What follows belongs to an exercise in optimizing a design on an open flow for small area, a short achievable clock period and few clock cycles per item; a production flow would make more cautious choices. At most, simulation tests tie the RTL to the original design; equivalence was not proved. Function not checked in runs 1 to 5: the RTL went through the layout flow alone. No activity file was given, so power comes from the tool's default toggle rates.

==> design/flow/design.v <==
`default_nettype none
package rv_m_pkg;
    localparam int unsigned xlen = 32;
    typedef enum logic [2:0] {
        op_mul    = 3'd0,   
        op_mulh   = 3'd1,   
        op_mulhsu = 3'd2,   
        op_mulhu  = 3'd3,   
        op_div    = 3'd4,
        op_divu   = 3'd5,
        op_rem    = 3'd6,
        op_remu   = 3'd7
    } muldiv_op_e;
    localparam int unsigned op_div_bit = 2;
endpackage
`default_nettype wire
`default_nettype none
package muldiv_pkg;
    typedef struct packed {
        logic [2:0]                   op;   
        logic [31:0]                  a;
        logic [31:0]                  b;
    } muldiv_req_t;
    typedef struct packed {
        logic [31:0]                  quotient;
        logic [31:0]                  remainder;
    } div_result_t;
    localparam int unsigned div_iterations = 32;
    localparam int unsigned mul_iterations = 32;
    typedef enum logic [1:0] {
        div_idle, div_init, div_divide, div_finish
    } div_state_e;
    typedef enum logic [1:0] {
        mul_idle, mul_run, mul_finish
    } mul_state_e;
    typedef enum logic [1:0] {
        seq_idle, seq_mul, seq_div
    } seq_state_e;
endpackage
`default_nettype wire
`timescale 1ns/1ps
`default_nettype none
module muldiv_unit (
    input  logic                           clk,
    input  logic                           reset,
    input  logic                           req,
    input  muldiv_pkg::muldiv_req_t        req_data,
    output logic                           busy,
    output logic                           result_valid,
    output logic [rv_m_pkg::xlen-1:0]      result
);
    function automatic logic [5:0] bitlen(input logic [31:0] v);
        logic [15:0] v16;
        logic [7:0]  v8;
        logic [3:0]  v4;
        logic [1:0]  v2;
        logic        z16, z8, z4, z2, z1;
        z16 = ~|v[31:16];
        v16 = z16 ? v[15:0] : v[31:16];
        z8  = ~|v16[15:8];
        v8  = z8 ? v16[7:0] : v16[15:8];
        z4  = ~|v8[7:4];
        v4  = z4 ? v8[3:0] : v8[7:4];
        z2  = ~|v4[3:2];
        v2  = z2 ? v4[1:0] : v4[3:2];
        z1  = ~v2[1];
        if (v == 32'b0)
            bitlen = 6'd0;
        else
            bitlen = 6'd32 - {1'b0, z16, z8, z4, z2, z1};
    endfunction
    logic s_idle, s_mstep, s_mfin, s_div1, s_dstep, s_dfin;
    logic [32:0]  x;        
    logic [31:0]  q;        
    logic [32:0]  d;        
    logic [4:0]   cnt;      
    logic [5:0]   la, lb;   
    logic         swp;      
    logic         first;    
    logic [2:0]   op;
    logic         a_neg;    
    logic         bz;       
    logic         triv;     
    logic         bth_one, bth_two, bth_neg;   
    logic         rv;
    logic [2:0]   r_op;
    logic [31:0]  r_a, r_b, r_as, r_bs;
    logic         r_div, r_a_signed, r_b_signed, r_swap;
    logic [7:0]   ta, tb;
    assign r_op = req_data.op;
    assign r_a  = req_data.a;
    assign r_b  = req_data.b;
    assign r_div      = r_op[2];
    assign r_a_signed = !(r_op[0] && (r_op[1] || r_op[2]));       
    assign r_b_signed = (r_op == 3'd0) || (r_op == 3'd1) || (r_op == 3'd4) || (r_op == 3'd6);
    assign r_as = r_a ^ {32{r_a_signed & r_a[31]}};
    assign r_bs = r_b ^ {32{r_b_signed & r_b[31]}};
    always_comb begin
        for (int i = 0; i < 8; i++) begin
            ta[i] = |(r_as >> (4 * i));
            tb[i] = |(r_bs >> (4 * i));
        end
    end
    assign r_swap = !r_div && |(ta & ~tb);
    logic [31:0] r_sm;
    logic        r_corr, r_triv;
    always_comb begin
        r_sm = r_as;
        for (int i = 1; i < 32; i = i * 2)
            r_sm = r_sm | (r_sm >> i);
    end
    assign r_corr = r_a_signed & r_a[31] & !(r_b_signed & r_b[31]);
    assign r_triv = (r_b == 32'b0)
                    || |(r_bs & ~(r_corr ? {r_sm[30:0], 1'b1} : r_sm));
    logic        is_rem, mul_lo, q_neg;
    logic [6:0]  kdiff;
    logic [4:0]  k;
    logic [5:0]  lm;
    logic [4:0]  mtgt;      
    logic        madd;      
    logic        m_last, d_last, fix;
    logic        finishing, accept;
    assign is_rem = op[1];
    assign mul_lo = (op[1:0] == 2'd0);
    assign q_neg  = a_neg ^ d[32];
    assign kdiff  = {1'b0, la} - {1'b0, lb} + {6'b0, a_neg & !d[32]};
    assign k      = kdiff[4:0];
    assign lm     = swp ? lb : la;
    assign madd   = lm[5];
    assign mtgt   = madd ? 5'd15 : lm[5:1];
    assign m_last = (cnt == mtgt);
    assign d_last = (cnt == 5'd0);
    assign fix    = is_rem && x[32] && a_neg;      
    assign finishing = s_mfin || (s_div1 && triv) || (s_dstep && d_last && !is_rem && !q_neg)
                       || (s_dfin && !fix);
    assign busy   = !(s_idle || finishing);
    assign accept = req && !busy;
    logic [34:0] add_a, add_b, sum, dx;
    logic        ax, aq, ainv, bone, btwo, binv, cin;
    logic        c_ax, c_aq, c_ainv, c_one, c_dstep, c_rfin;
    assign dx = {{2{d[32]}}, d};
    always_comb begin
        ax   = c_ax;
        aq   = c_aq;
        ainv = c_ainv | (c_rfin & !x[32] & a_neg);                  
        bone = bth_one | c_one | (c_rfin & x[32]);                  
        btwo = bth_two;
        binv = bth_neg | (c_dstep & (x[32] ~^ d[32])) | (c_rfin & x[32] & d[32]);
        cin  = bth_neg | c_ainv | (c_dstep & (x[32] ~^ d[32]))
               | (c_rfin & (x[32] ? d[32] : a_neg));
    end
    assign add_a = (({{2{x[32]}}, x} & {35{ax}}) | ({3'b0, q} & {35{aq}})) ^ {35{ainv}};
    assign add_b = (({35{bone}} & dx) | ({35{btwo}} & {dx[33:0], 1'b0})) ^ {35{binv}};
    assign sum   = add_a + add_b + {34'b0, cin};
    logic [31:0] fh, fl;
    logic [4:0]  fs;
    logic [94:0] fsh;
    logic [32:0] fun;
    always_comb begin
        if (s_div1) begin
            fh = {d[32], d[32:2]};
            fl = {d[1:0], 30'b0};
            fs = k;
        end else if (mul_lo) begin
            fh = x[31:0];
            fl = q;
            fs = {mtgt[3:0], 1'b0};
        end else begin
            fh = {32{x[31]}};
            fl = x[31:0];
            fs = {mtgt[3:0], 1'b0};
        end
    end
    assign fsh = {31'b0, fh, fl} << fs;
    assign fun = fsh[62:30];
    logic n_mstep, n_mfin, n_div1, n_dstep, n_dfin, n_first;
    assign n_mstep = accept ? !r_div : (s_mstep && !m_last);
    assign n_mfin  = !accept && s_mstep && m_last;
    assign n_div1  = accept && r_div;
    assign n_dstep = !accept && ((s_div1 && !triv) || (s_dstep && !d_last));
    assign n_dfin  = !accept && ((s_dstep && d_last && !finishing) || (s_dfin && fix));
    assign n_first = accept;
    always_ff @(posedge clk) begin
        c_ax    <= (n_mstep && !n_first) || n_mfin || n_div1 || n_dstep || (n_dfin && is_rem);
        c_aq    <= n_dfin && !is_rem;
        c_ainv  <= (n_div1 && r_a_signed && r_a[31]) || (n_dfin && !is_rem);
        c_one   <= n_mfin || n_dstep;
        c_dstep <= n_dstep;
        c_rfin  <= n_dfin && is_rem;
    end
    always_ff @(posedge clk) begin
        if (reset) begin
            s_idle  <= 1'b1;
            s_mstep <= 1'b0;
            s_mfin  <= 1'b0;
            s_div1  <= 1'b0;
            s_dstep <= 1'b0;
            s_dfin  <= 1'b0;
            rv      <= 1'b0;
        end else begin
            rv      <= finishing;
            s_idle  <= !accept && (s_idle || finishing);
            s_mstep <= n_mstep;
            s_mfin  <= n_mfin;
            s_div1  <= n_div1;
            s_dstep <= n_dstep;
            s_dfin  <= n_dfin;
        end
    end
    logic [32:0] ld_x, ld_d, x_n, d_n;
    logic [31:0] q_n;
    logic        x_en, d_en, q_en;
    logic        q_sum, q_fun, q_tx, q_t1;
    assign ld_x = r_swap ? {r_b_signed & r_b[31], r_b} : {r_a_signed & r_a[31], r_a};
    assign ld_d = r_swap ? {r_a_signed & r_a[31], r_a} : {r_b_signed & r_b[31], r_b};
    assign x_en = accept || s_mstep || s_div1 || s_dstep || s_dfin;
    assign x_n  = accept ? ld_x : (s_mstep ? sum[34:2] : sum[32:0]);
    assign d_en = accept || s_div1 || (s_dstep && !d_last);
    assign d_n  = accept ? ld_d : (s_div1 ? fun : {d[32], d[32:1]});
    assign q_sum = (s_mfin && madd) || s_dfin;
    assign q_fun = s_mfin && !madd;
    assign q_tx  = s_div1 && triv && is_rem;
    assign q_t1  = s_div1 && triv && !is_rem && bz;
    assign q_en  = s_mstep || s_mfin || s_div1 || s_dstep || s_dfin;
    assign q_n   = ({32{q_sum}} & sum[31:0])
                 | ({32{q_fun}} & fun[31:0])
                 | ({32{s_mstep && first}}  & {sum[1:0], x[31:2]})
                 | ({32{s_mstep && !first}} & {sum[1:0], q[31:2]})
                 | ({32{s_dstep}} & {q[30:0], !sum[32]})
                 | ({32{q_tx}} & x[31:0])
                 | {32{q_t1}};
    always_ff @(posedge clk) begin
        if (x_en) x <= x_n;
        if (d_en) d <= d_n;
        if (q_en) q <= q_n;
    end
    always_ff @(posedge clk) begin
        if (accept) begin
            op      <= r_op;
            swp     <= r_swap;
            first   <= 1'b1;
            a_neg   <= r_div & r_a_signed & r_a[31];
            bz      <= (r_b == 32'b0);
            triv    <= r_triv;
            la      <= bitlen(r_as);
            lb      <= bitlen(r_bs);
            cnt     <= 5'd0;
            bth_one <= !r_div && (r_swap ? r_b[0] : r_a[0]);
            bth_two <= !r_div && (r_swap ? (r_b[1] & !r_b[0]) : (r_a[1] & !r_a[0]));
            bth_neg <= !r_div && (r_swap ? r_b[1] : r_a[1]);
        end else begin
            if (s_mstep) begin
                first <= 1'b0;
                cnt   <= cnt + 5'd1;
                begin : booth_next
                    logic [2:0] t;
                    t = first ? x[3:1] : q[3:1];
                    bth_one <= !m_last && (t[1] ^ t[0]);
                    bth_two <= !m_last && ((t == 3'b011) || (t == 3'b100));
                    bth_neg <= !m_last && t[2];
                end
            end
            if (s_div1)
                cnt <= k;
            if (s_dstep)
                cnt <= cnt - 5'd1;
        end
    end
    assign result_valid = rv;
    assign result       = q;
endmodule
`default_nettype wire
==> design/flow/run.sh <==
#!/bin/bash
# synth_recipe.tcl (not shown) runs the flow's synth.tcl, then flattens the netlist and writes it again
# the make line also repeats each setting of config.mk as NAME=value (left out here)
make -C /OpenROAD-flow-scripts/flow DESIGN_CONFIG=/design/flow/config.mk WORK_HOME=/design/flow/orfs CLKGATE_MAP_FILE= SYNTH_SCRIPT=/design/flow/synth_recipe.tcl finish
==> design/flow/config.mk <==
export PLATFORM = sky130hd
export DESIGN_NAME = muldiv_unit
export DESIGN_NICKNAME = muldiv_unit
export VERILOG_FILES = /design/flow/design.v
export SDC_FILE = /design/flow/constraint.sdc
export NUM_CORES = 4
export LEC_CHECK = 0
export CAP_MARGIN = 20
export CORE_MARGIN = 2
export CORE_UTILIZATION = 40
export SETUP_SLACK_MARGIN = 1.0
export SLEW_MARGIN = 20
==> design/flow/constraint.sdc <==
create_clock -name core_clock -period 5.0 [get_ports {clk}]
set_input_delay 1.0000 -clock core_clock [delete_from_list [all_inputs] [get_ports {clk}]]
set_output_delay 1.0000 -clock core_clock [all_outputs]
set_load 0.01 [all_outputs]
==> flow_summary.ini, run 1 <==
[die]
die_w_um = 214
start_util_pct = 40.3
boundaryPins = 104
dieArea_um2 = 45900
core_area_um2 = 43900
rows = 77
die_h_um = 214

[routing]
drt_iter0_drc = 2897
vias_per_cell = 6.77
ant_nets = 0
drtPass1Iterations = 6
dr_total_vias = 20700
drcViolationCount = 0
post_drt_wl_per_cell_um = 29.3
wl_um = 89600

[yosys]
syn_nets = 2407
ys_seq_elements = 138
muxShareOfSynthArea_pct = 14.2
synthArstFlopShare_pct = 0
synth.top_cells.by_count = nand2_1, a21oi_1, mux2i_1, nor2_1, clkbuf_1
synth_top_family_by_area = compound AO/OA/AOI/OAI gates
yosysUniqueCellTypes = 97
synthAdderAreaFrac_pct = 3.59
seq_area_frac_synth_pct = 22.3
netlist_area_um2 = 17700
synth_edf_count = 119
synth_ff_type = edfxtp_1
synth_top_area_share_pct = 20.2
yosysTopAreaCell = edfxtp_1
yosysWarningCount = 1
yosysMostFrequentCell = nand2_1
ys_top_cells_by_area = edfxtp_1, mux2i_1, a21oi_1
yosys.area_share.simple_pct = 16.8
synth-compound-area-share_pct = 30.5
syn_inst = 2288
synth-xor-area-share_pct = 6.09
avgSynthCellArea_um2 = 7.73

[global_routing]
grt_pass1_wl_um = 127000
grt_pass1_vias = 19300
antenna_found_initial = 3
grt-ovfl-total = 0
grt_max_degree = 126
grt_util_all_layers_pct = 36.5

[setup_path]
reg2reg_slack_ns = 0.78
cp_num_buf_inv = 4
cpMaxStageDelayCell = edfxtp_1
reg2regPathDepth = 17
endpoint_kind = flop
crit_type = flop to flop
crit_end = q[31]
cp.arrival_ns = 4.44
cpMostUsedCell = buf_12
critPathLaunchType = flop
cp_max_fo = 5
startpoint = x[32]
worst_path_largest_cell_delay_ns = 0.47
r2r-end = q[31]
critical_path_depth = 17
worstPathRequired_ns = 5.22
cp_top_family = compound AO/OA/AOI/OAI gates
crit_chain = o21ai_2 > nor2_4 > a311oi_4 > buf_12 > buf_12 > clkbuf_16 > buf_4 > xor2_1 > ha_1 > nand4_1 > nand2b_2 > o41ai_4 > nor3_2 > o21bai_2 > a21oi_2 > xnor2_2 > a221o_1
r2r_start = x[32]

[final_layout]
utilization_pct = 53.3
syn_to_final_growth_pct = 32.3
stdcell_area_um2 = 23400
final_nets = 2576
diodes = 0
drive_above_1_share_pct = 24.7

[place]
preCtsSetupSlack_ns = -0.0968
port_buffers = 103
place_hpwl_um = 63200
dpl_cell_area_um2 = 19700
routabilityCongestion = 0.996

[sta]
finalSetupViolCount = 0
max-slew-margin-rel_pct = 6.35
worst_pin_slew_ns = 1.40
fin_crit_sh_pct = 84.4
rsz0062_at_grt = yes
fin_skew_ns = 0.0208
fmax_mhz = 237
setup_ws_ns = 0.779
slew_viol_final = 0
min_period_ns = 4.22
whs_ns = 0.605
finalHoldViolations = 0

[power_and_ir_drop]
ir_worst_vdd_mv = 0.292
finalPower_w = 0.0102
power.density_nw_per_um2 = 436
power.static_leakage_nw = 9.46

[clock_network]
ctsHoldBuffers = 0
worstSkewPairLatency_ns = 0.46
cts_made_buffers = 17
cts_tree = yes
cts_max_level = 4
cts.sinks = 138
clk_pin_slew_ns = 0.08
cts-root-buf = clkbuf_16
cts_buffer_depth = 2

[flow_run]
maxCapViolCount = 0

[hold_path]
hp-class = flop to flop
min_path_cells = 2

[outcome]
status = no timing/DRC/antenna violations
registers in the layout (all words and copies together) (netlist names), 2 cells and up:
| name | cells |
|---|---|
| la | 6 |
| x | 33 |
| d | 33 |
| cnt | 5 |
| op | 2 |
| q | 32 |
| lb | 6 |
cells by family (layout without fill, tap and decap cells):
| logic type | after synthesis | in the layout |
|---|---|---|
| AOI/OAI and AO/OA | 818 | 821 |
| xor gates and xnor gates | 123 | 123 |
| adders and majority gates | 49 | 49 |
| buffers and inverters | 270 | 448 |
| DFF | 138 | 138 |
| muxes | 245 | 245 |
| and+or+nand+nor | 645 | 646 |
placed cells by master, fill, tap and decap left out, drive strengths merged, types with 73 or more instances in the layout:
cell type and instances:
clkdlybuf4s50 73, edfxtp 119, o21ai 155, nor2 150
buf 250, a21oi 236, mux2i 210, nand2 263
xor2 86, a211oi 85, a22oi 74
stage by stage:
step,std cells,TNS (ns)
global route,3062,0
floorplan,2288,0
global placement,2899,0
detailed placement,2899,-0.0968
finish,3062,0
CTS,2970,0
worst min-delay path, cell delays in order, from the launching register on:
cell and delay (ns):
dfxtp_1 0.34, nor2_1 0.14, o21bai_1 0.08
how the worst min path moves through the flow:
stage | startpoint | end | slack (ns)
4_1_cts | s_idle | s_idle | 0.61
6_report | s_idle | s_idle | 0.60
5_1_grt | cnt[4] | cnt[4] | 0.63
3_5_place_dp | cnt[4] | cnt[4] | 0.60
3_3_place_gp | s_idle | s_idle | 0.56
2_1_floorplan | s_idle | s_idle | 0.52
repair_timing:
action | CTS | global route
hold endpoints to repair | 0 | 0
pin swaps | 40 | 99
setup buffers | 31 | 84
setup endpoints to repair | 107 | 108
gates cloned | 8 | 7
resized for setup | 159 | 271
cell type report:
type                    instances  area (µm²)
multi-input cells            1884       14400
clock inverters                11        96.3
repair buffers                360        3550
well taps                     592         741
fillers                      4136       20500
clock buffers                  21         482
inverters                      56         215
flip-flops and latches        138        3960
power breakdown:
group | switching (W) | internal, W
sequential | 0.000418 | 0.00156
clock | 0.000601 | 0.000707
combinational | 0.00404 | 0.00288
metal layers:
layer  track usage (%)  vias to the layer above  routed length (µm)
li1                  -                     8947                   -
met1              47.0                     9942               33800
met2              57.9                     1495               39800
met4              18.7                        2                6000
met3              7.52                      337                9950
met5                 0                        -                  17
==> run 2: changes to the inputs <==
--- a/design/flow/design.v
+++ b/design/flow/design.v
@@ -81,7 +81,6 @@
     logic         a_neg;    
     logic         bz;       
     logic         triv;     
-    logic         bth_one, bth_two, bth_neg;   
     logic         rv;
     logic [2:0]   r_op;
     logic [31:0]  r_a, r_b, r_as, r_bs;
@@ -136,19 +135,16 @@
     assign busy   = !(s_idle || finishing);
     assign accept = req && !busy;
     logic [34:0] add_a, add_b, sum, dx;
+    logic        c_ax, c_aq, c_ainv, c_one, c_two, c_binv, c_cin;
     logic        ax, aq, ainv, bone, btwo, binv, cin;
-    logic        c_ax, c_aq, c_ainv, c_one, c_dstep, c_rfin;
-    assign dx = {{2{d[32]}}, d};
-    always_comb begin
-        ax   = c_ax;
-        aq   = c_aq;
-        ainv = c_ainv | (c_rfin & !x[32] & a_neg);                  
-        bone = bth_one | c_one | (c_rfin & x[32]);                  
-        btwo = bth_two;
-        binv = bth_neg | (c_dstep & (x[32] ~^ d[32])) | (c_rfin & x[32] & d[32]);
-        cin  = bth_neg | c_ainv | (c_dstep & (x[32] ~^ d[32]))
-               | (c_rfin & (x[32] ? d[32] : a_neg));
-    end
+    assign dx   = {{2{d[32]}}, d};
+    assign ax   = c_ax;
+    assign aq   = c_aq;
+    assign ainv = c_ainv;
+    assign bone = c_one;
+    assign btwo = c_two;
+    assign binv = c_binv;
+    assign cin  = c_cin;
     assign add_a = (({{2{x[32]}}, x} & {35{ax}}) | ({3'b0, q} & {35{aq}})) ^ {35{ainv}};
     assign add_b = (({35{bone}} & dx) | ({35{btwo}} & {dx[33:0], 1'b0})) ^ {35{binv}};
     assign sum   = add_a + add_b + {34'b0, cin};
@@ -180,13 +176,31 @@
     assign n_dstep = !accept && ((s_div1 && !triv) || (s_dstep && !d_last));
     assign n_dfin  = !accept && ((s_dstep && d_last && !finishing) || (s_dfin && fix));
     assign n_first = accept;
-    always_ff @(posedge clk) begin
-        c_ax    <= (n_mstep && !n_first) || n_mfin || n_div1 || n_dstep || (n_dfin && is_rem);
-        c_aq    <= n_dfin && !is_rem;
-        c_ainv  <= (n_div1 && r_a_signed && r_a[31]) || (n_dfin && !is_rem);
-        c_one   <= n_mfin || n_dstep;
-        c_dstep <= n_dstep;
-        c_rfin  <= n_dfin && is_rem;
+    logic [2:0] bt;
+    logic       nb_one, nb_two, nb_neg;
+    logic       nx32;                        
+    always_comb begin
+        if (accept)
+            bt = r_swap ? {r_b[1:0], 1'b0} : {r_a[1:0], 1'b0};
+        else
+            bt = first ? x[3:1] : q[3:1];
+        nb_one = bt[1] ^ bt[0];
+        nb_two = (bt == 3'b011) || (bt == 3'b100);
+        nb_neg = bt[2];
+    end
+    assign nx32 = sum[32];
+    always_ff @(posedge clk) begin
+        c_ax   <= (n_mstep && !accept) || n_mfin || n_div1 || n_dstep || (n_dfin && is_rem);
+        c_aq   <= n_dfin && !is_rem;
+        c_ainv <= (n_div1 && r_a_signed && r_a[31])
+                  || (n_dfin && (!is_rem || (!nx32 && a_neg)));
+        c_one  <= (n_mstep && nb_one) || n_mfin || n_dstep || (n_dfin && is_rem && nx32);
+        c_two  <= n_mstep && nb_two;
+        c_binv <= (n_mstep && nb_neg) || (n_dstep && (nx32 ~^ d[32]))
+                  || (n_dfin && is_rem && nx32 && d[32]);
+        c_cin  <= (n_mstep && nb_neg) || (n_dstep && (nx32 ~^ d[32]))
+                  || (n_div1 && r_a_signed && r_a[31])
+                  || (n_dfin && (!is_rem || (nx32 ? d[32] : a_neg)));
     end
     always_ff @(posedge clk) begin
         if (reset) begin
@@ -245,20 +259,10 @@
             la      <= bitlen(r_as);
             lb      <= bitlen(r_bs);
             cnt     <= 5'd0;
-            bth_one <= !r_div && (r_swap ? r_b[0] : r_a[0]);
-            bth_two <= !r_div && (r_swap ? (r_b[1] & !r_b[0]) : (r_a[1] & !r_a[0]));
-            bth_neg <= !r_div && (r_swap ? r_b[1] : r_a[1]);
         end else begin
             if (s_mstep) begin
                 first <= 1'b0;
                 cnt   <= cnt + 5'd1;
-                begin : booth_next
-                    logic [2:0] t;
-                    t = first ? x[3:1] : q[3:1];
-                    bth_one <= !m_last && (t[1] ^ t[0]);
-                    bth_two <= !m_last && ((t == 3'b011) || (t == 3'b100));
-                    bth_neg <= !m_last && t[2];
-                end
             end
             if (s_div1)
                 cnt <= k;
--- a/design/flow/config.mk
+++ b/design/flow/config.mk
@@ -8,5 +8,5 @@
 export CAP_MARGIN = 20
 export CORE_MARGIN = 2
 export CORE_UTILIZATION = 40
-export SETUP_SLACK_MARGIN = 1.0
+export SETUP_SLACK_MARGIN = 0.5
 export SLEW_MARGIN = 20
==> run 2 against run 1 <==
Worst hold slack got worse by 0.025 ns. First-iteration DRC count is 15% lower. Global-route usage is 0.078 points lower. Still clean. Design area shrank 9.9%. Highest routed layer is now met4. Count of clock-buffer cells in the layout shrank 3.
==> flow_summary.ini, run 2 <==
[outcome]
status = no timing/DRC/antenna violations

[yosys]
syn_inst = 2230
synthArstFlopShare_pct = 0
synth_ff_type = edfxtp_1
synth_top_area_share_pct = 19.7
syn_nets = 2349
synth.top_cells.by_count = mux2i_1, nand2_1, a21oi_1, clkbuf_1, nor2_1
seq_area_frac_synth_pct = 22.0
ys_top_cells_by_area = edfxtp_1, mux2i_1, a21oi_1
yosysMostFrequentCell = mux2i_1
yosysWarningCount = 1
yosysUniqueCellTypes = 85
ys_seq_elements = 136
avgSynthCellArea_um2 = 7.91
yosysTopAreaCell = edfxtp_1
synth_edf_count = 116
netlist_area_um2 = 17600

[final_layout]
n_fill_cell = 4272
drive_above_1_share_pct = 15.0
top_regs = d (33), x (33), q (32)
layout_common_cells = mux2i_1, nand2_1, a21oi_1, buf_4, nor2_1
syn_to_final_growth_pct = 19.5
final_common_cell = mux2i_1
final_nets = 2480

[place]
port_buffers = 103
place_hpwl_um = 64800
routabilityCongestion = 1.02

[setup_path]
cpMaxStageDelayCell = fa_1
cp_max_fo = 14
crit_chain = inv_2 > ha_1 > inv_1 > ha_1 > inv_1 > ha_2 > inv_1 > fa_1 > xnor2_1 > nand2_2 > o21ai_4 > buf_4 > buf_12 > mux2i_1 > mux2i_1 > mux2i_1 > a21oi_1 > a221oi_1 > o21ai_0
endpoint_kind = flop
worst_path_largest_cell_delay_ns = 0.46
crit_type = flop to flop
worstPathRequired_ns = 5.17
critPathLaunchType = flop
cp.arrival_ns = 4.65

[sta]
fin_crit_sh_pct = 89.6
min_period_ns = 4.48
rsz0062_at_grt = yes
fmax_mhz = 223
slew_viol_final = 0
max-slew-margin-rel_pct = 17.9
finalHoldViolations = 0
fin_skew_ns = 0.0131
finalSetupViolCount = 0
tns_ns = 0
worst_pin_slew_ns = 1.23

[routing]
drtPass1Iterations = 6
vias_per_cell = 6.69
post_drt_wl_per_cell_um = 29.3
drt_iter0_drc = 2472
wl_um = 86800
dr_total_vias = 19800
ant_nets = 0
drcViolationCount = 0

[die]
rows = 76
boundaryPins = 104
core_area_um2 = 43300
dieArea_um2 = 45800
die_w_um = 214
start_util_pct = 40.8
die_h_um = 214

[power_and_ir_drop]
power.density_nw_per_um2 = 337
power.static_leakage_nw = 8.19
ir_worst_vdd_mv = 0.279
finalPower_w = 0.00710

[hold_path]
hp-class = flop to flop

[clock_network]
cts.sinks = 136
clk_pin_slew_ns = 0.08
cts_made_buffers = 17
cts_buffer_depth = 2
cts-root-buf = clkbuf_16
cts_tree = yes
cts_max_level = 4
worstSkewPairLatency_ns = 0.47

[global_routing]
grt_pass1_wl_um = 125000
grt_util_all_layers_pct = 36.4
grt_max_degree = 88
grt-ovfl-total = 0
antenna_found_initial = 1
grt_pass1_vias = 18700

[flow_run]
maxCapViolCount = 0
run 2: cell type report:
type	count	area, µm²	area share [%]
clock buffer	18	450	2.14
clock inverter	14	146	0.694
multi-input combinational	1842	12900	61.3
timing repair buffer	309	2730	12.9
sequential	136	3890	18.5
tap	585	732	3.47
inverter	55	208	0.985
antenna	1	2.50	0.0119
run 2: final timing paths:
path                from     end  slack (ns)  cells past startpoint
hold / removal    cnt[4]  cnt[4]        0.58                      2
hold reg to reg   cnt[4]  cnt[4]        0.58                      2
setup / recovery   d[32]   q[20]        0.52                     19
setup reg to reg   d[32]   q[20]        0.52                     19
run 2: cell families (layout without fill, tap and decap cells):
| group | count (synthesis) | in the layout | share of synthesized area, % |
|---|---|---|---|
| buffers and inverters | 253 | 396 | 5.95 |
| flip-flops | 136 | 136 | 22.0 |
| AO/OA/AOI/OAI | 772 | 773 | 28.9 |
| XOR/XNOR | 121 | 121 | 6.00 |
| multiplexers | 304 | 304 | 17.8 |
| AND/OR/NAND/NOR | 595 | 595 | 15.8 |
| other | 0 | 1 | 0 |
| adder cells (fa/ha/maj) | 49 | 49 | 3.60 |
run 2: layer usage:
layer	share of wire [%]	track usage, %
met1	39	47.9
met2	44	55.8
met3	11	7.12
met4	6.1	20.8
met5	0	0
run 2: what timing repair did:
item / 4_1_cts / 5_1_grt
setup buffers: 5 / 10
cloned: 0 / 1
hold buffers: 0 / 0
pin swaps: 0 / 1
endpoints found under the hold margin: 0 / 0
endpoints found under the setup margin: 19 / 46
resized for setup: 3 / 39
run 2: metrics by stage:
| stage | utilization [%] | setup slack [ns] | cells | area [µm²] | hold WS [ns] |
|---|---|---|---|---|---|
| 2_1_floorplan | - | 0.742 | 2230 | 17600 | 0.518 |
| 3_3_place_gp | 46.7 | 0.158 | 2910 | 20200 | 0.561 |
| 3_5_place_dp | 46.7 | 0.0843 | 2910 | 20200 | 0.567 |
| 4_1_cts | 48.2 | 0.463 | 2947 | 20800 | 0.581 |
| 5_1_grt | 48.7 | 0.419 | 2959 | 21100 | 0.632 |
| 6_report | 48.8 | 0.519 | 2960 | 21100 | 0.580 |
run 2: power breakdown:
group	leakage (nW)	total [W]	switching (W)	internal [W]
clock network	0.298	0.00135	0.000656	0.000696
logic	6.61	0.00397	0.00243	0.00154
registers	1.29	0.00178	0.000318	0.00146
total	8.19	0.00710	0.00340	0.00370
run 2: critical path: cells and delay by family, from the launching register on:
kind / cells / cell delay, ns
buffers and inverters: 6 / 0.59
muxes: 3 / 0.71
DFF: 1 / 0.43
xor gates and xnor gates: 1 / 0.19
AOI/OAI and AO/OA: 4 / 0.95
and+or+nand+nor: 1 / 0.21
adders and majority gates: 4 / 1.08
==> run 3: changes to the inputs <==
--- a/design/flow/design.v
+++ b/design/flow/design.v
@@ -178,29 +178,53 @@
     assign n_first = accept;
     logic [2:0] bt;
     logic       nb_one, nb_two, nb_neg;
+    logic       f_one, f_two, f_neg;       
     logic       nx32;                        
+    logic       r_a_neg;
     always_comb begin
-        if (accept)
-            bt = r_swap ? {r_b[1:0], 1'b0} : {r_a[1:0], 1'b0};
-        else
-            bt = first ? x[3:1] : q[3:1];
+        bt = first ? x[3:1] : q[3:1];
         nb_one = bt[1] ^ bt[0];
         nb_two = (bt == 3'b011) || (bt == 3'b100);
         nb_neg = bt[2];
     end
-    assign nx32 = sum[32];
+    assign f_one   = r_swap ? r_b[0] : r_a[0];
+    assign f_two   = r_swap ? (r_b[1] & !r_b[0]) : (r_a[1] & !r_a[0]);
+    assign f_neg   = r_swap ? r_b[1] : r_a[1];
+    assign r_a_neg = r_a_signed && r_a[31];
+    assign nx32    = sum[32];
+    logic k_ax, k_aq, k_ainv, k_one, k_two, k_binv, k_cin;
+    logic k_mstep, k_mfin, k_dstep, k_dfin;
+    assign k_mstep = s_mstep && !m_last;
+    assign k_mfin  = s_mstep && m_last;
+    assign k_dstep = (s_div1 && !triv) || (s_dstep && !d_last);
+    assign k_dfin  = (s_dstep && d_last && !finishing) || (s_dfin && fix);
+    assign k_ax    = k_mstep || k_mfin || k_dstep || (k_dfin && is_rem);
+    assign k_aq    = k_dfin && !is_rem;
+    assign k_ainv  = k_dfin && (!is_rem || (!nx32 && a_neg));
+    assign k_one   = (k_mstep && nb_one) || k_mfin || k_dstep || (k_dfin && is_rem && nx32);
+    assign k_two   = k_mstep && nb_two;
+    assign k_binv  = (k_mstep && nb_neg) || (k_dstep && (nx32 ~^ d[32]))
+                     || (k_dfin && is_rem && nx32 && d[32]);
+    assign k_cin   = (k_mstep && nb_neg) || (k_dstep && (nx32 ~^ d[32]))
+                     || (k_dfin && (!is_rem || (nx32 ? d[32] : a_neg)));
     always_ff @(posedge clk) begin
-        c_ax   <= (n_mstep && !accept) || n_mfin || n_div1 || n_dstep || (n_dfin && is_rem);
-        c_aq   <= n_dfin && !is_rem;
-        c_ainv <= (n_div1 && r_a_signed && r_a[31])
-                  || (n_dfin && (!is_rem || (!nx32 && a_neg)));
-        c_one  <= (n_mstep && nb_one) || n_mfin || n_dstep || (n_dfin && is_rem && nx32);
-        c_two  <= n_mstep && nb_two;
-        c_binv <= (n_mstep && nb_neg) || (n_dstep && (nx32 ~^ d[32]))
-                  || (n_dfin && is_rem && nx32 && d[32]);
-        c_cin  <= (n_mstep && nb_neg) || (n_dstep && (nx32 ~^ d[32]))
-                  || (n_div1 && r_a_signed && r_a[31])
-                  || (n_dfin && (!is_rem || (nx32 ? d[32] : a_neg)));
+        if (accept) begin
+            c_ax   <= r_div;
+            c_aq   <= 1'b0;
+            c_ainv <= r_div && r_a_neg;
+            c_one  <= !r_div && f_one;
+            c_two  <= !r_div && f_two;
+            c_binv <= !r_div && f_neg;
+            c_cin  <= r_div ? r_a_neg : f_neg;
+        end else begin
+            c_ax   <= k_ax;
+            c_aq   <= k_aq;
+            c_ainv <= k_ainv;
+            c_one  <= k_one;
+            c_two  <= k_two;
+            c_binv <= k_binv;
+            c_cin  <= k_cin;
+        end
     end
     always_ff @(posedge clk) begin
         if (reset) begin
--- a/design/flow/config.mk
+++ b/design/flow/config.mk
@@ -8,5 +8,5 @@
 export CAP_MARGIN = 20
 export CORE_MARGIN = 2
 export CORE_UTILIZATION = 40
-export SETUP_SLACK_MARGIN = 0.5
+export SETUP_SLACK_MARGIN = 0.7
 export SLEW_MARGIN = 20
==> run 3 against run 2 <==
Wire length decreased by 0.18%. Critical path depth down 1. Highest routed layer unchanged. Power shrank 0.73%. Critical path type unchanged. Via count rose by 0.64%. Clock power about the same. Largest cell class unchanged. Cell count about the same.
==> flow_summary.ini, run 3 <==
[outcome]
status = no timing/DRC/antenna violations

[final_layout]
diodes = 0
drive_above_1_share_pct = 16.1
layout_common_cells = mux2i_1, a21oi_1, nand2_1, buf_4, xnor2_1
final_nets = 2465
stdcell_count = 2959
final_common_cell = mux2i_1
top_regs = d (33), x (33), q (32)
syn_to_final_growth_pct = 19.5

[setup_path]
r2r_start = d[32]
endpoint_kind = flop
cpMaxStageDelayCell = fa_1
critPathLaunchType = flop
worstPathRequired_ns = 5.16
cpMostUsedCell = inv_1
startpoint = d[32]
cp_num_buf_inv = 6
cp_max_fo = 18
cp.arrival_ns = 4.42
crit_type = flop to flop
cp_top_family = adder cells
crit_chain = inv_1 > ha_1 > inv_1 > ha_1 > inv_1 > ha_2 > inv_1 > fa_1 > nand2b_4 > o31ai_4 > buf_12 > buf_4 > mux2i_1 > mux2_2 > o21bai_1 > mux2i_1 > o211ai_1 > a21boi_0
worst_path_largest_cell_delay_ns = 0.53

[yosys]
synthArstFlopShare_pct = 0
yosysUniqueCellTypes = 88
synth.top_cells.by_count = mux2i_1, a21oi_1, nand2_1, clkbuf_1, xnor2_1
ys_top_cells_by_area = edfxtp_1, mux2i_1, a21oi_1
yosysWarningCount = 1
synth_top_area_share_pct = 19.2
netlist_area_um2 = 18200
synth_edf_count = 116
synth_ff_type = edfxtp_1
ys_seq_elements = 136
yosysTopAreaCell = edfxtp_1
avgSynthCellArea_um2 = 8.04
seq_area_frac_synth_pct = 21.4
syn_nets = 2380
syn_inst = 2261
yosysMostFrequentCell = mux2i_1

[global_routing]
antenna_found_initial = 0
grt-ovfl-total = 0
grt_pass1_wl_um = 124000
use_met3_pct = 7.46
use_met1_pct = 46.1
grt.met2_usage_pct = 55.9
grt_pass1_vias = 18600
grt_max_degree = 75
top_usage_layer = met2
grt_util_all_layers_pct = 35.4

[routing]
dr_total_vias = 19900
post_drt_wl_per_cell_um = 29.3
drcViolationCount = 0
ant_nets = 0
drtPass1Iterations = 6
drt_iter0_drc = 2913
wl_um = 86600
vias_per_cell = 6.74

[clock_network]
cts.sinks = 136
worstSkewPairLatency_ns = 0.47
cts_tree = yes
cts_made_buffers = 17
cts_buffer_depth = 2
cts_max_level = 4
clk_pin_slew_ns = 0.07
cts-root-buf = clkbuf_16
ctsHoldBuffers = 0

[die]
dieArea_um2 = 47200
die_w_um = 217
die_h_um = 217
core_area_um2 = 45100
boundaryPins = 104
rows = 78
start_util_pct = 40.3

[sta]
min_period_ns = 4.25
fin_skew_ns = 0.0118
fin_crit_sh_pct = 85.1
worst_pin_slew_ns = 1.14
finalSetupViolCount = 0
max-slew-margin-rel_pct = 24.2
rsz0062_at_grt = yes
fmax_mhz = 235
tns_ns = 0
finalHoldViolations = 0
slew_viol_final = 0

[place]
place_inst = 2881
port_buffers = 103
place_hpwl_um = 65400
routabilityCongestion = 0.996

[power_and_ir_drop]
power.density_nw_per_um2 = 324
ir_worst_vdd_mv = 0.302
power.static_leakage_nw = 8.38

[hold_path]
hp-class = flop to flop
hp-start = s_idle

[flow_run]
maxCapViolCount = 0
## run 3: cell count changes after synthesis, sizes merged, moves of 14 or more
cell	previous run	this run
nand2	228	176
clkbuf	148	173
nor2	139	116
o21ai	135	114
mux2i	252	271
a211oi	81	97
nand3	44	30
## run 3: area by class of cell
type,instances,area [µm²]
Tap cell,600,751
Timing Repair Buffer,291,2680
Clock buffer,21,440
Inverter,41,160
Fill cell,4416,23300
Timing Repair inverter,1,7.51
Clock inverter,11,149
Multi-Input combinational cell,1858,13700
Sequential cell,136,3900
## run 3: repair_timing
item	in CTS	in global routing
setup endpoints to repair	41	76
cloned	2	4
resized for setup	15	85
pin swaps	0	11
setup buffers	3	37
## run 3: path summary, 6_finish.rpt
path / slack, ns / cells past startpoint / to
min reg2reg: 0.63 / 2 / s_idle
max reg2reg: 0.75 / 18 / d[30]
min: 0.63 / 2 / s_idle
max: 0.75 / 18 / d[30]
## run 3: kinds of logic after synthesis
kind of cell | synth area share (%)
buffers and inverters | 5.96
adder cells (fa/ha/maj) | 3.50
XOR/XNOR | 6.50
multiplexers | 17.9
AND/OR/NAND/NOR | 15.2
flip-flops | 21.4
AO/OA/AOI/OAI | 29.6
## run 3: routing by layer
layer	routed length, µm	vias to the layer above	part of all wire [%]
met2	38600	1283	45
met3	9100	223	11
li1	-	8793	-
met5	0	-	0
met1	34400	9644	40
met4	4470	0	5.2
## run 3: per-stage QoR
stage               cell area [µm²]  total power, W  worst slack [ns]  hold WS [ns]  util (%)
CTS                           21000         0.00666             0.555         0.629      46.7
floorplan                     18200         0.00388             0.910         0.511         -
global placement              20300         0.00525             0.362         0.572      45.1
detailed placement            20300         0.00527             0.327         0.620      45.1
finish                        21700         0.00705             0.746         0.634      48.2
global route                  21700         0.00727             0.629         0.711      48.2
## run 3: report_power, final
group / total, W / internal (W) / switching, W / leakage, nW
clock network: 0.00135 / 0.000786 / 0.000565 / 0.278
logic: 0.00393 / 0.00155 / 0.00238 / 6.82
registers: 0.00177 / 0.00145 / 0.000321 / 1.28
total: 0.00705 / 0.00378 / 0.00327 / 8.38
## run 3: worst reg2reg max path, cell delays in order, from the launching register on
cell and delay [ns]:
edfxtp_1 0.43, inv_1 0.13, ha_1 0.19, inv_1 0.05, ha_1 0.26, inv_1 0.06, ha_2 0.17, inv_1 0.05
fa_1 0.53, nand2b_4 0.18, o31ai_4 0.20, buf_12 0.27, buf_4 0.15, mux2i_1 0.19, mux2_2 0.20, o21bai_1 0.06
mux2i_1 0.37, o211ai_1 0.25, a21boi_0 0.21
==> run 4: changes to the inputs <==
==> design/flow/config.mk (replaced) <==
export PLATFORM = sky130hd
export DESIGN_NAME = muldiv_unit
export DESIGN_NICKNAME = muldiv_unit
export VERILOG_FILES = /design/flow/design.v
export SDC_FILE = /design/flow/constraint.sdc
export NUM_CORES = 4
export LEC_CHECK = 0
export CAP_MARGIN = 5
export CORE_MARGIN = 2
export CORE_UTILIZATION = 55
export SETUP_SLACK_MARGIN = 0.5
export SLEW_MARGIN = 5
==> run 4 against run 3 <==
First-iteration DRC count grew 13%. Core utilization increased by 17 points. Sequential power decreased by 2%. Global-route usage is 14 points higher. Worst setup slack worse by 0.36 ns. Critical path depth shrank 1. Flip-flop and latch count unchanged. Clock power about the same. Still clean. Clock skew up 0.010 ns. Worst hold slack worse by 0.045 ns. Via count rose by 4.1%. Cell count shrank 5.8%. Critical path type unchanged.
==> flow_summary.ini, run 4 <==
[outcome]
status = no timing/DRC/antenna violations

[routing]
drt_iter0_drc = 3301
drtPass1Iterations = 7
post_drt_wl_per_cell_um = 31.2
drcViolationCount = 0
ant_nets = 0
vias_per_cell = 7.45
route.met3.wl_um = 12700
dr_total_vias = 20800
routed.top_layer = met5
met2_length_um = 36000
wl_um = 86900
drt-met1-wl_um = 31100

[clock_network]
cts_buffer_depth = 2
cts_made_buffers = 17
cts.sinks = 136
cts_max_level = 4
ctsHoldBuffers = 0
cts_tree = yes
clk_pin_slew_ns = 0.07
cts-root-buf = clkbuf_16
worstSkewPairLatency_ns = 0.47

[setup_path]
cpMaxStageDelayCell = mux2i_1
worst_path_largest_cell_delay_ns = 0.61
worstPathRequired_ns = 5.30
crit_type = flop to flop
critPathLaunchType = flop
endpoint_kind = flop
cpMostUsedCell = inv_1
crit_chain = inv_1 > ha_1 > inv_1 > ha_1 > inv_1 > ha_2 > inv_1 > fa_1 > nand2b_2 > o31ai_4 > buf_4 > mux2_2 > mux2i_1 > mux2i_1 > mux2i_1 > a211oi_1 > a21oi_1
cp.arrival_ns = 4.92
cp_max_fo = 8

[global_routing]
antenna_found_initial = 4
grt_pass1_wl_um = 125000
grt_pass1_vias = 19100
grt-ovfl-total = 0
grt_util_all_layers_pct = 49.2
grt_max_degree = 154

[hold_path]
hp-class = flop to flop

[sta]
fin_skew_ns = 0.0218
max-slew-margin-rel_pct = 18.3
fmax_mhz = 217
fin_crit_sh_pct = 92.3
finalSetupViolCount = 0
slew_viol_final = 0
rsz0062_at_grt = yes
finalHoldViolations = 0
tns_ns = 0
min_period_ns = 4.62
worst_pin_slew_ns = 1.23
whs_ns = 0.589

[die]
die_h_um = 186
rows = 66
die_w_um = 186
start_util_pct = 55.9
boundaryPins = 104
core_area_um2 = 32500
dieArea_um2 = 34500

[place]
routabilityCongestion = 1.12
place_inst = 2733
place_hpwl_um = 63400
port_buffers = 103

[power_and_ir_drop]
power.density_nw_per_um2 = 329
finalPower_w = 0.00695
power.static_leakage_nw = 8.26
ir_worst_vdd_mv = 0.265

[final_layout]
drive_above_1_share_pct = 14.0
stdcell_count = 2787
final_nets = 2449
n_fill_cell = 2815
top_regs = d (33), x (33), q (32)
syn_to_final_growth_pct = 16.2
final_common_cell = mux2i_1
layout_common_cells = mux2i_1, a21oi_1, nand2_1, buf_4, xnor2_1

[yosys]
ys_top_cells_by_area = edfxtp_1, mux2i_1, a21oi_1
yosysTopAreaCell = edfxtp_1
synth_ff_type = edfxtp_1
yosysWarningCount = 1
avgSynthCellArea_um2 = 8.04
yosysUniqueCellTypes = 88
netlist_area_um2 = 18200
ys_seq_elements = 136
synth_top_area_share_pct = 19.2
synthArstFlopShare_pct = 0
synth_edf_count = 116
syn_inst = 2261
seq_area_frac_synth_pct = 21.4
yosysMostFrequentCell = mux2i_1
synth.top_cells.by_count = mux2i_1, a21oi_1, nand2_1, clkbuf_1, xnor2_1
syn_nets = 2380

[flow_run]
maxCapViolCount = 0
## run 4: cell counts after synthesis
No cell type changed its count.
## run 4: final timing paths
path | depth (start not counted) | slack (ns) | endpoint | startpoint
worst max-delay path | 17 | 0.38 | d[21] | d[32]
worst min-delay path | 2 | 0.59 | s_idle | s_idle
worst max register to register | 17 | 0.38 | d[21] | d[32]
worst min register to register | 2 | 0.59 | s_idle | s_idle
## run 4: what timing repair did
item,in CTS,in global routing
gates resized for setup,9,28
gates cloned,1,3
pin swaps,0,3
buffers inserted,1,15
setup endpoints to repair,28,67
## run 4: critical path: cells and delay by family (launching register included)
kind,cells,cell delay (ns)
compound gates,3,0.53
fa+ha+maj,4,1.09
buf+inv,5,0.67
flops,1,0.49
mux,4,1.37
simple gates,1,0.29
## run 4: metrics by stage
stage | instance area [µm²] | util (%) | setup WS (ns)
2_1_floorplan | 18200 | - | 0.910
3_3_place_gp | 20200 | 62.0 | 0.362
3_5_place_dp | 20200 | 62.0 | 0.308
4_1_cts | 20800 | 64.0 | 0.454
5_1_grt | 21100 | 64.9 | 0.425
6_report | 21100 | 64.9 | 0.385
## run 4: area by class of cell
class | count | area [µm²] | area share [%]
Multi-Input combinational cell | 1859 | 13500 | 63.8
Sequential cell | 136 | 3890 | 18.4
Timing Repair Buffer | 274 | 2450 | 11.6
Tap cell | 442 | 553 | 2.62
Clock buffer | 17 | 425 | 2.01
Inverter | 41 | 160 | 0.758
Clock inverter | 15 | 158 | 0.746
Timing Repair inverter | 1 | 7.51 | 0.0355
Antenna cell | 2 | 5.00 | 0.0237
## run 4: logic make-up after synthesis
kind of cell,Yosys count,synth area share [%]
AO/OA/AOI/OAI,799,29.6
AND/OR/NAND/NOR,558,15.2
multiplexers,316,17.9
buffers and inverters,268,5.96
flip-flops,136,21.4
XOR/XNOR,135,6.50
adder cells (fa/ha/maj),49,3.50
## run 4: routing by layer
metal | GRT usage (%) | up-vias
met5 | 0 | -
li1 | - | 8763
met2 | 72.3 | 1773
met3 | 18.0 | 489
met1 | 60.2 | 9734
met4 | 32.6 | 2
## run 4: where the power goes
| part | internal [W] | total, W | switching, W |
|---|---|---|---|
| Sequential | 0.00144 | 0.00173 | 0.000288 |
| Combinational | 0.00146 | 0.00388 | 0.00242 |
| Clock | 0.000707 | 0.00134 | 0.000637 |
| Total | 0.00361 | 0.00695 | 0.00334 |
==> run 5: changes to the inputs <==
==> design/flow/flow/run.sh (new file) <==
#!/bin/bash
# Standard layout, with small fast buffers on the ports instead of ORFS's default
# port buffer. ORFS's own logs stay under orfs/logs; make's output goes to standard.log.
set -euo pipefail
export BUFFER_PORTS_ARGS="-buffer_cell sky130_fd_sc_hd__buf_2"
bash standard.sh > standard.log 2>&1
==> design/flow/standard.sh (new file) <==
#!/bin/bash
# synth_recipe.tcl (not shown) runs the flow's synth.tcl, then flattens the netlist and writes it again
# the make line also repeats each setting of config.mk as NAME=value (left out here)
make -C /OpenROAD-flow-scripts/flow DESIGN_CONFIG=/design/flow/config.mk WORK_HOME=/design/flow/orfs CLKGATE_MAP_FILE= SYNTH_SCRIPT=/design/flow/synth_recipe.tcl "${@:-finish}"
==> design/flow/config.mk (replaced) <==
export PLATFORM = sky130hd
export DESIGN_NAME = muldiv_unit
export DESIGN_NICKNAME = muldiv_unit
export VERILOG_FILES = /design/flow/design.v
export SDC_FILE = /design/flow/constraint.sdc
export NUM_CORES = 4
export LEC_CHECK = 0
export CAP_MARGIN = 20
export CORE_MARGIN = 2
export CORE_UTILIZATION = 40
export SETUP_SLACK_MARGIN = 0.5
export SLEW_MARGIN = 20
removed: design/flow/run.sh
==> run 5 against run 4 <==
Power fell by 2.4%. Cell count up 4.8%. Register-to-register slack improved by 0.20 ns. Combinational power down 4%. Critical path depth up 1. Design area is 2.1% lower. Sequential power barely moved. Die area increased by 37%. Critical path type unchanged. Critical endpoint is now d[23].
==> flow_summary.ini, run 5 <==
[outcome]
status = no timing/DRC/antenna violations

[global_routing]
grt_max_degree = 71
grt_pass1_vias = 18700
grt_pass1_wl_um = 126000
grt_util_all_layers_pct = 36.1
grt-ovfl-total = 0
antenna_found_initial = 0

[setup_path]
endpoint_kind = flop
cpMaxStageDelayCell = edfxtp_1
cp.arrival_ns = 4.71
worstPathRequired_ns = 5.30
cp_max_fo = 12
cp_num_buf_inv = 6
cp_top_family = multiplexers
worst_path_largest_cell_delay_ns = 0.50
crit_type = flop to flop
crit_chain = inv_1 > ha_1 > inv_1 > ha_1 > inv_1 > ha_4 > inv_1 > fa_1 > nand2b_1 > o31ai_4 > buf_12 > buf_4 > mux2_2 > mux2i_1 > mux2i_1 > mux2i_1 > a211oi_2 > a21oi_1
critPathLaunchType = flop
cpMostUsedCell = inv_1

[clock_network]
cts_buffer_depth = 2
cts-root-buf = clkbuf_16
cts_tree = yes
cts_made_buffers = 17
clk_pin_slew_ns = 0.07
ctsHoldBuffers = 0
cts.sinks = 136
worstSkewPairLatency_ns = 0.47
cts_max_level = 4

[sta]
setup_ws_ns = 0.588
finalHoldViolations = 0
min_period_ns = 4.41
fin_crit_sh_pct = 88.2
whs_ns = 0.604
tns_ns = 0
fmax_mhz = 227
worst_pin_slew_ns = 1.19
max-slew-margin-rel_pct = 20.8
finalSetupViolCount = 0
slew_viol_final = 0
fin_skew_ns = 0.0186
rsz0062_at_grt = yes

[routing]
drt_iter0_drc = 2939
drcViolationCount = 0
vias_per_cell = 6.90
drtPass1Iterations = 6
wl_um = 87200
post_drt_wl_per_cell_um = 29.8
ant_nets = 0
dr_total_vias = 20100

[yosys]
yosysMostFrequentCell = mux2i_1
synth_edf_count = 116
muxShareOfSynthArea_pct = 17.9
netlist_area_um2 = 18200
synthAdderAreaFrac_pct = 3.50
syn_nets = 2380
avgSynthCellArea_um2 = 8.04
synth.top_cells.by_count = mux2i_1, a21oi_1, nand2_1, clkbuf_1, xnor2_1
synth_top_family_by_area = compound AO/OA/AOI/OAI gates
seq_area_frac_synth_pct = 21.4
synth_ff_type = edfxtp_1
synth_top_area_share_pct = 19.2
synth-compound-area-share_pct = 29.6
yosysUniqueCellTypes = 88
syn_inst = 2261
yosys.area_share.simple_pct = 15.2
synthArstFlopShare_pct = 0
yosysWarningCount = 1
ys_seq_elements = 136
yosysTopAreaCell = edfxtp_1
ys_top_cells_by_area = edfxtp_1, mux2i_1, a21oi_1
synth-xor-area-share_pct = 6.50

[place]
preCtsSetupSlack_ns = 0.162
place_inst = 2862
routabilityCongestion = 1.04
port_buffers = 103
place_hpwl_um = 65000
dpl_cell_area_um2 = 19600

[die]
core_area_um2 = 45100
rows = 78
die_h_um = 217
boundaryPins = 104
start_util_pct = 40.3
dieArea_um2 = 47200
die_w_um = 217

[hold_path]
hp-class = flop to flop

[final_layout]
drive_above_1_share_pct = 18.4
stdcell_count = 2920
layout_common_cells = mux2i_1, a21oi_1, nand2_1, buf_4, xnor2_1
stdcell_area_um2 = 20700
diodes = 0
final_common_cell = mux2i_1
final_nets = 2426
syn_to_final_growth_pct = 13.8
top_regs = d (33), x (33), q (32)
n_fill_cell = 4557

[power_and_ir_drop]
power.static_leakage_nw = 8.19
power.density_nw_per_um2 = 328
ir_worst_vdd_mv = 0.258

[flow_run]
maxCapViolCount = 0
run 5: metrics by stage:
stage / total power, W / util (%)
CTS: 0.00651 / 45.1
detailed placement: 0.00515 / 43.6
finish: 0.00679 / 45.9
global placement: 0.00513 / 43.6
floorplan: 0.00388 / -
global route: 0.00702 / 45.9
run 5: path summary, 6_finish.rpt:
path,startpoint,to,slack (ns),depth (start not counted)
max,d[32],d[23],0.59,18
min,s_idle,s_idle,0.60,2
max reg2reg,d[32],d[23],0.59,18
min reg2reg,s_idle,s_idle,0.60,2
run 5: power by group:
| group | switching [W] | leakage, nW | internal (W) |
|---|---|---|---|
| Combinational | 0.00232 | 6.62 | 0.00141 |
| Clock | 0.000650 | 0.286 | 0.000667 |
| Sequential | 0.000297 | 1.28 | 0.00144 |
| Total | 0.00327 | 8.19 | 0.00352 |
run 5: metal layers:
layer  vias to the layer above  share of wire, %  global-route usage [%]
met3                       272                11                    7.53
li1                       8717                 -                       -
met5                         -                 0                       0
met1                      9729                40                    48.1
met2                      1431                43                    54.7
met4                         0               6.1                    19.1
run 5: logic make-up (layout without fill, tap and decap cells):
family / after synthesis / count (layout)
AND/OR/NAND/NOR: 558 / 558
AO/OA/AOI/OAI: 799 / 799
adder cells (fa/ha/maj): 49 / 49
XOR/XNOR: 135 / 135
flip-flops: 136 / 136
multiplexers: 316 / 317
buffers and inverters: 268 / 326
run 5: tightest hold or removal path: stages (launching register included):
cell and delay, ns:
dfxtp_1 0.38, nor2_1 0.08, o21bai_1 0.12
run 5: area by class of cell:
cell class	instances	area, µm²	area share [%]
Sequential cell	136	3890	18.8
Tap cell	600	751	3.63
Clock inverter	15	149	0.720
Clock buffer	17	425	2.06
Inverter	41	160	0.774
Multi-Input combinational cell	1858	13500	65.4
Timing Repair Buffer	253	1780	8.59
run 5: repair_timing:
| item | 4_1_cts | 5_1_grt |
|---|---|---|
| pin swaps | 0 | 6 |
| gates resized for setup | 10 | 43 |
| setup endpoints to repair | 32 | 52 |
| gates cloned | 1 | 1 |
| buffers inserted | 4 | 19 |
==> run 6: changes to the inputs <==
--- a/design/flow/design.v
+++ b/design/flow/design.v
@@ -147,7 +147,12 @@
     assign cin  = c_cin;
     assign add_a = (({{2{x[32]}}, x} & {35{ax}}) | ({3'b0, q} & {35{aq}})) ^ {35{ainv}};
     assign add_b = (({35{bone}} & dx) | ({35{btwo}} & {dx[33:0], 1'b0})) ^ {35{binv}};
-    assign sum   = add_a + add_b + {34'b0, cin};
+    muldiv_add35 u_add (
+        .a   (add_a),
+        .b   (add_b),
+        .cin (cin),
+        .s   (sum)
+    );
     logic [31:0] fh, fl;
     logic [4:0]  fs;
     logic [94:0] fsh;
@@ -252,9 +257,13 @@
     assign ld_x = r_swap ? {r_b_signed & r_b[31], r_b} : {r_a_signed & r_a[31], r_a};
     assign ld_d = r_swap ? {r_a_signed & r_a[31], r_a} : {r_b_signed & r_b[31], r_b};
     assign x_en = accept || s_mstep || s_div1 || s_dstep || s_dfin;
-    assign x_n  = accept ? ld_x : (s_mstep ? sum[34:2] : sum[32:0]);
+    assign x_n  = ({33{s_mstep}} & sum[34:2])
+                | ({33{(s_div1 || s_dstep || s_dfin) && !accept}} & sum[32:0])
+                | ({33{accept}} & ld_x);
     assign d_en = accept || s_div1 || (s_dstep && !d_last);
-    assign d_n  = accept ? ld_d : (s_div1 ? fun : {d[32], d[32:1]});
+    assign d_n  = ({33{accept}} & ld_d)
+                | ({33{s_div1 && !accept}} & fun)
+                | ({33{s_dstep && !accept}} & {d[32], d[32:1]});
     assign q_sum = (s_mfin && madd) || s_dfin;
     assign q_fun = s_mfin && !madd;
     assign q_tx  = s_div1 && triv && is_rem;
@@ -297,4 +306,12 @@
     assign result_valid = rv;
     assign result       = q;
 endmodule
+module muldiv_add35 (
+    input  logic [34:0] a,
+    input  logic [34:0] b,
+    input  logic        cin,
+    output logic [34:0] s
+);
+    assign s = a + b + {34'b0, cin};
+endmodule
 `default_nettype wire
==> design/flow/run.sh (new file) <==
#!/bin/bash
# synth_recipe.tcl (not shown) runs the flow's synth.tcl, then flattens the netlist and writes it again
# the make line also repeats each setting of config.mk as NAME=value (left out here)
make -C /OpenROAD-flow-scripts/flow DESIGN_CONFIG=/design/flow/config.mk WORK_HOME=/design/flow/orfs CLKGATE_MAP_FILE= SYNTH_SCRIPT=/design/flow/synth_recipe.tcl finish
--- a/design/flow/config.mk
+++ b/design/flow/config.mk
@@ -8,5 +8,7 @@
 export CAP_MARGIN = 20
 export CORE_MARGIN = 2
 export CORE_UTILIZATION = 40
-export SETUP_SLACK_MARGIN = 0.5
+export SETUP_SLACK_MARGIN = 0.7
 export SLEW_MARGIN = 20
+export SYNTH_HIERARCHICAL = 1
+export SYNTH_MINIMUM_KEEP_SIZE = 0
removed: design/flow/flow/run.sh
removed: design/flow/standard.sh
==> run 6 against run 5 <==
Power shrank 7.0%. Fmax increased by 3.9%. Via count fell by 0.86%. Sequential power down 5%. Critical path type unchanged. Critical path depth down 4. Combinational power shrank 9.1%. Register-to-register slack better by 0.17 ns. Highest routed layer is now met5. Largest power group unchanged. First-iteration DRC count down 20%. Global-route usage fell by 0.50 points. Sequential share of layout area fell by 0.067 points.
==> flow_summary.ini, run 6 <==
[routing]
drt_iter0_drc = 2361
dr_total_vias = 20000
wl_um = 85800
post_drt_wl_per_cell_um = 30.0
drtPass1Iterations = 8
ant_nets = 0
drcViolationCount = 0
vias_per_cell = 6.98

[place]
routabilityCongestion = 1.05
place_inst = 2822
preCtsSetupSlack_ns = 0.157
port_buffers = 103
place_hpwl_um = 66900

[clock_network]
clk_pin_slew_ns = 0.07
cts_made_buffers = 17
cts_max_level = 4
cts_buffer_depth = 2
cts-root-buf = clkbuf_16
cts.sinks = 136
cts_tree = yes
worstSkewPairLatency_ns = 0.45

[yosys]
synth_ff_type = edfxtp_1
syn_inst = 2222
syn_nets = 2341
ys_seq_elements = 136
avgSynthCellArea_um2 = 8.10
synth_edf_count = 116
seq_area_frac_synth_pct = 21.6
netlist_area_um2 = 18000
yosysMostFrequentCell = nand2_1
synth.top_cells.by_count = nand2_1, clkbuf_1, mux2i_1, o21ai_0, edfxtp_1
yosysWarningCount = 7
yosysTopAreaCell = edfxtp_1
yosysUniqueCellTypes = 99
synth_top_area_share_pct = 19.4
synthArstFlopShare_pct = 0
ys_top_cells_by_area = edfxtp_1, mux2i_1, xnor2_1

[setup_path]
cp_top_family = compound AO/OA/AOI/OAI gates
worst_path_largest_cell_delay_ns = 0.55
reg2reg_slack_ns = 0.75
worstPathRequired_ns = 5.17
crit_chain = inv_1 > ha_1 > inv_1 > ha_1 > inv_1 > ha_2 > buf_4 > mux2_2 > o21ai_0 > o21ai_0 > mux2i_2 > o211ai_1 > a32oi_1 > o21ai_0
cp.arrival_ns = 4.42
cpMaxStageDelayCell = ha_2
crit_type = flop to flop
critPathLaunchType = flop
r2r_start = d[32]
startpoint = d[32]
cp_max_fo = 11
endpoint_kind = flop
cp_num_buf_inv = 4

[global_routing]
grt_util_all_layers_pct = 35.6
grt_max_degree = 100
grt-ovfl-total = 0
grt_pass1_wl_um = 125000
grt_pass1_vias = 18900
antenna_found_initial = 1

[sta]
slew_viol_final = 0
whs_ns = 0.593
fin_crit_sh_pct = 84.9
max-slew-margin-rel_pct = 20.9
min_period_ns = 4.25
finalSetupViolCount = 0
rsz0062_at_grt = yes
worst_pin_slew_ns = 1.19
tns_ns = 0
fin_skew_ns = 0.0104
setup_ws_ns = 0.753
finalHoldViolations = 0
fmax_mhz = 235

[die]
die_w_um = 216
dieArea_um2 = 46700
start_util_pct = 40.6
core_area_um2 = 44300
die_h_um = 216
boundaryPins = 104
rows = 77

[final_layout]
final_common_cell = nand2_1
stdcell_count = 2861
top_regs = d (33), x (33), q (32)
diodes = 0
final_nets = 2375
n_fill_cell = 4398
layout_common_cells = nand2_1, mux2i_1, o21ai_0, buf_4, edfxtp_1
drive_above_1_share_pct = 13.9
syn_to_final_growth_pct = 15.4

[power_and_ir_drop]
power.density_nw_per_um2 = 304
finalPower_w = 0.00631
ir_worst_vdd_mv = 0.267
power.static_leakage_nw = 7.79

[outcome]
status = no timing/DRC/antenna violations

[hold_path]
hp-start = s_idle
hp-class = flop to flop

[flow_run]
maxCapViolCount = 0
[run 6: changes by cell type in the layout (fill, tap and decap cells not counted), moves of 35 or more]
cell             before  now
clkdlybuf4s50_1       0  102
nand3_1              30  102
buf_2               103    0
o21ai_0              97  136
a211oi_1             81   35
mux2i_1             254  145
a21oi_1             227  113
a22oi_1              64   99
nand2_1             176  214
[run 6: power by group]
part	switching, W	internal, W
combinational	0.00215	0.00124
sequential	0.000257	0.00139
clock	0.000542	0.000726
[run 6: modules after synthesis, one instance, submodules excluded]
module	flops+latches	copies in the design	cell area (µm²)	cells
muldiv_add35	0	1	2000	288
muldiv_unit	136	1	16000	1934
[run 6: final cells by class]
class / instances / area [µm²] / area share, %
multi-input cells: 1813 / 13100 / 63.2
well taps: 592 / 741 / 3.57
clock inverters: 10 / 75.1 / 0.362
flip-flops and latches: 136 / 3890 / 18.7
clock buffers: 22 / 507 / 2.44
inverters: 46 / 178 / 0.856
repair buffers: 242 / 2240 / 10.8
[run 6: kinds of logic after synthesis]
group	share of synthesized area, %
buf+inv	6.32
flops	21.6
mux	13.8
xor+xnor	6.33
fa+ha+maj	3.53
simple gates	17.1
compound gates	31.4
[run 6: final timing paths]
check | end | depth (start not counted)
hold reg to reg | s_idle | 2
setup reg to reg | d[22] | 14
hold / removal | s_idle | 2
setup / recovery | d[22] | 14
[run 6: worst reg2reg max path, stage by stage, from the launching register on]
cell	delay (ns)
edfxtp_1	0.45
inv_1	0.09
ha_1	0.14
inv_1	0.04
ha_1	0.26
inv_1	0.04
ha_2	0.55
buf_4	0.33
mux2_2	0.36
o21ai_0	0.35
o21ai_0	0.30
mux2i_2	0.36
o211ai_1	0.17
a32oi_1	0.38
o21ai_0	0.15
[run 6: metrics by stage]
step | area (µm²) | util (%)
detailed placement | 20100 | 45.3
finish | 20800 | 46.8
floorplan | 18000 | -
global route | 20800 | 46.8
global placement | 20100 | 45.3
CTS | 20700 | 46.6
[run 6: layer usage]
metal | track usage [%] | part of all wire [%] | up-vias
met1 | 45.9 | 39 | 9698
met5 | 0 | 0.015 | -
met4 | 22.0 | 6.7 | 2
li1 | - | - | 8737
met2 | 55.5 | 44 | 1283
met3 | 6.13 | 9.7 | 255
[run 6: what timing repair did]
item                                    in CTS  in global routing
pin swaps                                    0                  1
gates cloned                                 0                  1
gates resized for setup                      6                 13
hold buffers                                 0                  0
buffers inserted                             0                  6
endpoints found under the setup margin      34                 54
Testbench counts of run 6, summed over its fixed seeds: cycles 18,461, ops 2,400.
==> run 7: changes to the inputs <==
--- a/design/flow/config.mk
+++ b/design/flow/config.mk
@@ -8,7 +8,7 @@
 export CAP_MARGIN = 20
 export CORE_MARGIN = 2
 export CORE_UTILIZATION = 40
-export SETUP_SLACK_MARGIN = 0.7
+export SETUP_SLACK_MARGIN = 1.0
 export SLEW_MARGIN = 20
 export SYNTH_HIERARCHICAL = 1
 export SYNTH_MINIMUM_KEEP_SIZE = 0
==> run 7 against run 6 <==
Count of clock-buffer cells in the layout did not move. Highest routed layer unchanged. Largest cell class unchanged. Combinational power rose by 7.1%. Still clean. Largest power group unchanged. Sequential share of layout area is 0.73 points lower. Worst hold slack gained 0.0036 ns.
==> flow_summary.ini, run 7 <==
[yosys]
yosysWarningCount = 7
synthAdderAreaFrac_pct = 3.53
syn_inst = 2222
muxShareOfSynthArea_pct = 13.8
synth-compound-area-share_pct = 31.4
synth_ff_type = edfxtp_1
synth.top_cells.by_count = nand2_1, clkbuf_1, mux2i_1, o21ai_0, edfxtp_1
yosys.area_share.simple_pct = 17.1
yosysTopAreaCell = edfxtp_1

[sta]
finalSetupViolCount = 0
finalHoldViolations = 0
min_period_ns = 3.99
slew_viol_final = 0

[final_layout]
top_regs = d (33), x (33), q (32)
diodes = 0
layout_common_cells = nand2_1, buf_4, mux2i_1, o21ai_0, edfxtp_1
stdcell_count = 2901
final_nets = 2415
final_common_cell = nand2_1
drive_above_1_share_pct = 18.5

[hold_path]
hp-class = flop to flop

[clock_network]
cts_made_buffers = 17
clk_pin_slew_ns = 0.07
cts_max_level = 4

[routing]
drcViolationCount = 0
dr_total_vias = 20300
post_drt_wl_per_cell_um = 30.1
drt_iter0_drc = 2437

[power_and_ir_drop]
ir_worst_vdd_mv = 0.273
pwr-share-seq_pct = 25.2
switching_share_pct = 46.4
power.internal_w = 0.00351
p_sw_w = 0.00304
power.density_nw_per_um2 = 303

[global_routing]
grt_util_all_layers_pct = 35.8

[outcome]
status = no timing/DRC/antenna violations

[setup_path]
cp_top_family = adder cells
critical_path_depth = 16
cp_max_fo = 8
reg2reg_slack_ns = 1.01
worstPathRequired_ns = 5.18
worst_path_largest_cell_delay_ns = 0.57
startpoint = d[32]
crit_end = q[5]

[die]
die_w_um = 216
core_area_um2 = 44300

[flow_run]
maxCapViolCount = 0

[place]
routabilityCongestion = 1.05
dpl_cell_area_um2 = 20100
## run 7: cell types whose count changed in the layout (fill, tap and decap cells not counted), moves of 8 or more
cell             change
o21ai_0              -9
o21ai_1              +8
a22oi_2             +13
clkdlybuf4s50_1     -11
a22oi_1             -13
ha_1                 -8
mux2i_1             -13
mux2i_2             +11
buf_4               +27
## run 7: power by group through the flow
| stage | clock [W] | sequential (W) | combinational, W |
|---|---|---|---|
| floorplan | 0 | 0.00151 | 0.00207 |
| global placement | 0 | 0.00165 | 0.00320 |
| detailed placement | 0 | 0.00165 | 0.00321 |
| CTS | 0.00128 | 0.00163 | 0.00331 |
| global route | 0.00132 | 0.00165 | 0.00379 |
| finish | 0.00127 | 0.00165 | 0.00363 |
## run 7: kinds of logic (layout without fill, tap and decap cells)
logic type                 after synthesis  count (layout)
and+or+nand+nor                        624             626
xor gates and xnor gates               130             130
buffers and inverters                  274             359
adders and majority gates               49              49
DFF                                    136             136
AOI/OAI and AO/OA                      786             786
muxes                                  223             223
## run 7: cell type report
cell class,count,area [µm²]
fill,4331,22700
multi-input combinational,1814,13500
sequential,136,3890
timing repair buffer,281,2710
tap,592,741
clock buffer,22,507
inverter,46,178
clock inverter,10,75.1
## run 7: timing repair
item                                    in CTS  in global routing
buffers inserted                            10                 31
endpoints found under the setup margin     103                 97
gates cloned                                 2                  4
resized for setup                           34                106
hold buffers                                 0                  0
pin swaps                                    2                 16
## run 7: how the worst min path moves through the flow
stage	start	to	slack, ns	depth (start not counted)
after floorplan	s_idle	s_idle	0.52	2
after global placement	s_idle	s_idle	0.56	2
after detailed placement	s_idle	s_idle	0.59	2
after CTS	s_idle	s_idle	0.60	2
after global routing	s_idle	s_idle	0.63	2
final	s_idle	s_idle	0.60	2
## run 7: worst min-delay path: stages, from the launching register on
cell      delay [ns]
dfxtp_1         0.34
nor2_1          0.14
o21bai_1        0.07
## run 7: per-stage QoR
stage	hold WS, ns	setup WS, ns	power [W]
detailed placement	0.588	0.157	0.00486
global route	0.628	0.928	0.00676
global placement	0.565	0.175	0.00485
floorplan	0.518	1.03	0.00359
finish	0.596	1.01	0.00655
CTS	0.602	1.01	0.00621
## run 7: layer usage
metal	vias to the layer above	wire length [µm]	track usage (%)
met5	-	13	0
met4	2	6100	23.0
met3	277	8540	6.34
met2	1344	38700	55.5
met1	9902	34100	45.9
li1	8820	-	-
## run 7: Yosys stat by module, one instance, submodules excluded
module	times used	cell area (µm²)	flip-flops and latches	cells
muldiv_add35	1	2000	0	288
muldiv_unit	1	16000	136	1934

Re-timed with assumed drivers on the ports (clkbuf_16 on the clock, buf_2 on other inputs), run 7 has 1.009 ns of setup slack against 1.009 ns with ideal ports, and 0.598 ns once port delays also move by the mid clock arrival of 0.499 ns.
